What follows belongs to an exercise in optimizing a design on an open flow for small area; a production flow would make more cautious choices. Function was checked by simulation only, so behaviour that the tests miss may differ from the original. Power is estimated from default activity; no workload was simulated.

==> flow/design.v <==
module mem_stage_hold (
  input  logic q,
  input  logic y,
  input  logic s,
  input  logic ns,
  output logic d
);
  assign d = (q | s) & (y | ns);
endmodule
module mem_stage_aoi3 (
  input  logic a,
  input  logic b,
  input  logic c,
  input  logic sa,
  input  logic sb,
  input  logic sc,
  output logic z
);
  assign z = ~((a & sa) | (b & sb) | (c & sc));
endmodule
module mem_stage_ld (
  input  logic q,
  input  logic y,
  input  logic s,
  input  logic ns,
  output logic d
);
  assign d = (q | s) & (y | ns);
endmodule
module mem_stage #(
  parameter int ADDR_W = 6
) (
  input  logic        clk,
  input  logic        rst_n,
  input  logic        valid_ex,
  input  logic [31:0] brnch,
  input  logic        zero,
  input  logic [31:0] ALUresult,
  input  logic [31:0] rdData2,
  input  logic [4:0]  writeReg,
  input  logic        Branch,
  input  logic        MemRead,
  input  logic        MemWrite,
  input  logic        RegWrite,
  input  logic        MemtoReg,
  input  logic        stall,
  input  logic        flush,
  output logic        PCSrc,
  output logic [31:0] brTarget,
  output logic        valid_wb,
  output logic [31:0] readData_wb,
  output logic [31:0] ALUresult_wb,
  output logic [4:0]  writeReg_wb,
  output logic        RegWrite_wb,
  output logic        MemtoReg_wb,
  output logic        misalign_err
);
  localparam int DEPTH = 1 << ADDR_W;
  localparam int NGRP  = DEPTH / 3;         
  logic              live;
  logic              go;
  logic              aligned;
  logic [ADDR_W-1:0] addr;
  logic              ld_en;
  logic              st_en;
  logic [DEPTH-1:0]  wsel;    
  logic [DEPTH-1:0]  nwsel;
  logic [DEPTH-1:0]  rsel;    
  logic [31:0] mem_q [DEPTH];
  logic [31:0] mem_d [DEPTH];
  logic unused_addr_hi;
  assign unused_addr_hi = ^ALUresult[31:ADDR_W+2];
  assign live    = valid_ex & ~flush;
  assign go      = live & ~stall;
  assign aligned = (ALUresult[1:0] == 2'b00);
  assign addr    = ALUresult[ADDR_W+1:2];
  assign ld_en   = go & MemRead;
  assign st_en   = rst_n & go & MemWrite & aligned;
  assign PCSrc    = live & Branch & zero;
  assign brTarget = brnch;
  always_comb begin
    for (int w = 0; w < DEPTH; w++) begin
      wsel[w]  = st_en & (addr == ADDR_W'(w));
      nwsel[w] = ~wsel[w];
      rsel[w]  = ld_en & aligned & (addr == ADDR_W'(w));
    end
  end
  logic [31:0] wdat;
  assign wdat = rdData2;
  for (genvar w = 0; w < DEPTH; w++) begin : g_word
    for (genvar b = 0; b < 32; b++) begin : g_bit
      mem_stage_hold u_hold (
        .q(mem_q[w][b]), .y(wdat[b]), .s(wsel[w]), .ns(nwsel[w]), .d(mem_d[w][b])
      );
    end
    always_ff @(posedge clk) begin
      mem_q[w] <= mem_d[w];
    end
  end
  logic [31:0] grp_n [NGRP];
  logic [31:0] rd_word;
  for (genvar g = 0; g < NGRP; g++) begin : g_rd
    for (genvar b = 0; b < 32; b++) begin : g_bit
      mem_stage_aoi3 u_aoi (
        .a (mem_q[3*g][b]),
        .b (mem_q[3*g+1][b]),
        .c (mem_q[3*g+2][b]),
        .sa(rsel[3*g]), .sb(rsel[3*g+1]), .sc(rsel[3*g+2]),
        .z (grp_n[g][b])
      );
    end
  end
  always_comb begin
    rd_word = '0;
    for (int g = 0; g < NGRP; g++) begin
      rd_word = rd_word | ~grp_n[g];
    end
    for (int w = 3 * NGRP; w < DEPTH; w++) begin
      rd_word = rd_word | (mem_q[w] & {32{rsel[w]}});
    end
  end
  logic        valid_q, regwr_q, m2r_q, mis_q;
  logic [31:0] rdata_q, alu_q;
  logic [4:0]  wreg_q;
  logic [31:0] alu_d;
  logic [4:0]  wreg_d;
  logic        nstall;
  assign nstall = ~stall;
  for (genvar b = 0; b < 32; b++) begin : g_alu
    mem_stage_ld u_ld (
      .q(alu_q[b]), .y(ALUresult[b]), .s(nstall), .ns(stall), .d(alu_d[b])
    );
  end
  for (genvar b = 0; b < 5; b++) begin : g_wreg
    mem_stage_ld u_ld (
      .q(wreg_q[b]), .y(writeReg[b]), .s(nstall), .ns(stall), .d(wreg_d[b])
    );
  end
  always_ff @(posedge clk or negedge rst_n) begin
    if (!rst_n) begin
      valid_q <= 1'b0;
      regwr_q <= 1'b0;
      m2r_q   <= 1'b0;
      alu_q   <= '0;
      wreg_q  <= '0;
      rdata_q <= '0;
      mis_q   <= 1'b0;
    end else begin
      if (!stall) begin
        valid_q <= live;
        m2r_q   <= MemtoReg;
        regwr_q <= live & RegWrite & ~(MemRead & ~aligned);
      end
      alu_q   <= alu_d;
      wreg_q  <= wreg_d;
      rdata_q <= rd_word | (rdata_q & {32{~ld_en}});
      mis_q   <= go & (MemRead | MemWrite) & ~aligned;
    end
  end
  assign valid_wb     = valid_q;
  assign readData_wb  = rdata_q;
  assign ALUresult_wb = alu_q;
  assign writeReg_wb  = wreg_q;
  assign RegWrite_wb  = regwr_q;
  assign MemtoReg_wb  = m2r_q;
  assign misalign_err = mis_q;
endmodule
export LEC_CHECK = 0
export CAP_MARGIN = 20
export CORE_MARGIN = 2
export CORE_UTILIZATION = 65
export SLEW_MARGIN = 20
export SYNTH_HIERARCHICAL = 1
export SYNTH_MINIMUM_KEEP_SIZE = 0
create_clock -name core_clock -period 5.0 [get_ports {clk}]
standard.sh (not shown) runs the stock make flow with config.mk's settings and CLKGATE_MAP_FILE= SYNTH_SCRIPT=/design/flow/synth_recipe.tcl, a recipe that flattens the netlist after the stock synthesis.
==> flow/flow/run.sh <==
#!/bin/bash
set -euo pipefail
export BUFFER_PORTS_ARGS="-buffer_cell sky130_fd_sc_hd__buf_2"
export CTS_ARGS="-sink_clustering_enable -repair_clock_nets -sink_clustering_size 14 -sink_clustering_max_diameter 250 -buf_list sky130_fd_sc_hd__clkbuf_8 -dont_use_dummy_load"
bash standard.sh > standard.log 2>&1
Then changed:
==> flow/flow/run.sh (replaced) <==
#!/bin/bash
set -euo pipefail
export BUFFER_PORTS_ARGS="-buffer_cell sky130_fd_sc_hd__buf_1"
export CTS_ARGS="-sink_clustering_enable -repair_clock_nets -sink_clustering_size 16 -sink_clustering_max_diameter 60 -buf_list sky130_fd_sc_hd__clkbuf_8 -dont_use_dummy_load"
bash standard.sh > standard.log 2>&1
Result:
- total power goes down by 1.1%
- worst setup slack got worse by 0.30 ns
- core utilization drops by 0.26 points
- non-clock buffer count went up by 22
- global-route usage grows by 1.0 points
- routed wire length went up by 2.9%
- die area is unchanged
- final area is lower by 0.36%
- area after synthesis does not change

mem_stage, a different RTL version from the one above (not shown whole).
Size in the first run: about 5700 cells after synthesis, roughly 2100 flip-flops, ~220 I/O pins, ~67000 sq um of cells after synthesis.
// mem_stage
module mem_stage #(
  parameter int ADDR_W = 6
) (
  input  logic        clk,
  input  logic        rst_n,
  input  logic        valid_ex,
  input  logic [31:0] brnch,
  input  logic        zero,
  input  logic [31:0] ALUresult,
  input  logic [31:0] rdData2,
  input  logic [4:0]  writeReg,
  input  logic        Branch,
  input  logic        MemRead,
  input  logic        MemWrite,
  input  logic        RegWrite,
  input  logic        MemtoReg,
  input  logic        stall,
  input  logic        flush,
  output logic        PCSrc,
  output logic [31:0] brTarget,
  output logic        valid_wb,
  output logic [31:0] readData_wb,
  output logic [31:0] ALUresult_wb,
  output logic [4:0]  writeReg_wb,
  output logic        RegWrite_wb,
  output logic        MemtoReg_wb,
  output logic        misalign_err
);
  localparam int DEPTH = 1 << ADDR_W;
  localparam int NGRP  = DEPTH / 3;         
  logic              live;
  logic              go;
  ...
export LEC_CHECK = 0
export CAP_MARGIN = 20
export CORE_MARGIN = 2
export CORE_UTILIZATION = 65
export SLEW_MARGIN = 20
export SYNTH_HIERARCHICAL = 1
export SYNTH_MINIMUM_KEEP_SIZE = 0
create_clock -name core_clock -period 5.0 [get_ports {clk}]
==> flow/flow/run.sh <==
#!/bin/bash
set -euo pipefail
export BUFFER_PORTS_ARGS="-buffer_cell sky130_fd_sc_hd__buf_1"
export CTS_ARGS="-sink_clustering_enable -repair_clock_nets -sink_clustering_size 16 -sink_clustering_max_diameter 60 -buf_list sky130_fd_sc_hd__clkbuf_8 -dont_use_dummy_load"
export RECOVER_POWER=100
bash standard.sh > standard.log 2>&1
The first run ran to the end with violations: max-capacitance violations, max-slew violations.
Edit:
==> flow/flow/run.sh (replaced) <==
#!/bin/bash
set -euo pipefail
export BUFFER_PORTS_ARGS="-buffer_cell sky130_fd_sc_hd__buf_2"
export CTS_ARGS="-sink_clustering_enable -repair_clock_nets -sink_clustering_size 14 -sink_clustering_max_diameter 250 -buf_list sky130_fd_sc_hd__clkbuf_8 -dont_use_dummy_load"
bash standard.sh > standard.log 2>&1
What happened: The new run produced a clean layout. Cell area grows slightly. Power went up slightly. Maximum frequency came out higher by a few percent. Sequential share of layout area fell by 0.78 points. Clock power goes up by a few percent. Via count hardly moves.
Edit:
==> flow/flow/run.sh (replaced) <==
#!/bin/bash
set -euo pipefail
export BUFFER_PORTS_ARGS="-buffer_cell sky130_fd_sc_hd__buf_1"
export CTS_ARGS="-sink_clustering_enable -repair_clock_nets -sink_clustering_size 16 -sink_clustering_max_diameter 60 -buf_list sky130_fd_sc_hd__clkbuf_8 -dont_use_dummy_load"
bash standard.sh > standard.log 2>&1
The new run finished with timing, DRC and antenna clean.
Routed wire length is lower slightly.
Register-to-register slack gains 0.39 ns.
Die area is unchanged.
Setup slack gains 0.12 ns.
Maximum frequency is higher by a few percent.

static timing again, ports no longer ideal:
No port has a modelled driver above. Below, the same layouts with a new extraction and two added sets of constraints. Step 1 assumes that a clkbuf_16 drives the clock port and a buf_2 every other input. Step 2 adds t to the input delays and takes it off the output delays; t is the mean of the earliest and latest rising clock arrival at the registers after step 1. Input paths then give back, and output paths get back, about the clock's delay inside the block. Three values: ideal, step 1, step 2; two values: the first two.
run | shift t [ns] | setup WS [ns] | hold WS [ns] | worst data-port slew with drivers (ns) | cell pins on the clock port's net
the first run of note 1 | 0.962 | 0.523 / 0.506 / -0.456 | 0.269 / 0.220 / 0.470 | 0.16 | 1
the second run of note 1 | 0.958 | 0.222 / 0.266 / -0.692 | 0.106 / 0.051 / 0.471 | 0.09 | 1
the first run of note 2 | 0.945 | 0.440 / 0.493 / -0.452 | 0.330 / 0.277 / 0.449 | 0.18 | 1
the second run of note 2 | 0.986 | 0.613 / 0.672 / -0.314 | 0.108 / 0.048 / 0.447 | 0.08 | 1
the third run of note 2 | 0.950 | 0.729 / 0.777 / -0.173 | 0.322 / 0.272 / 0.449 | 0.17 | 1
The setup slack of the first run of note 1, which loses most, moves by -0.017 ns with the drivers and by -0.979 ns with both steps.
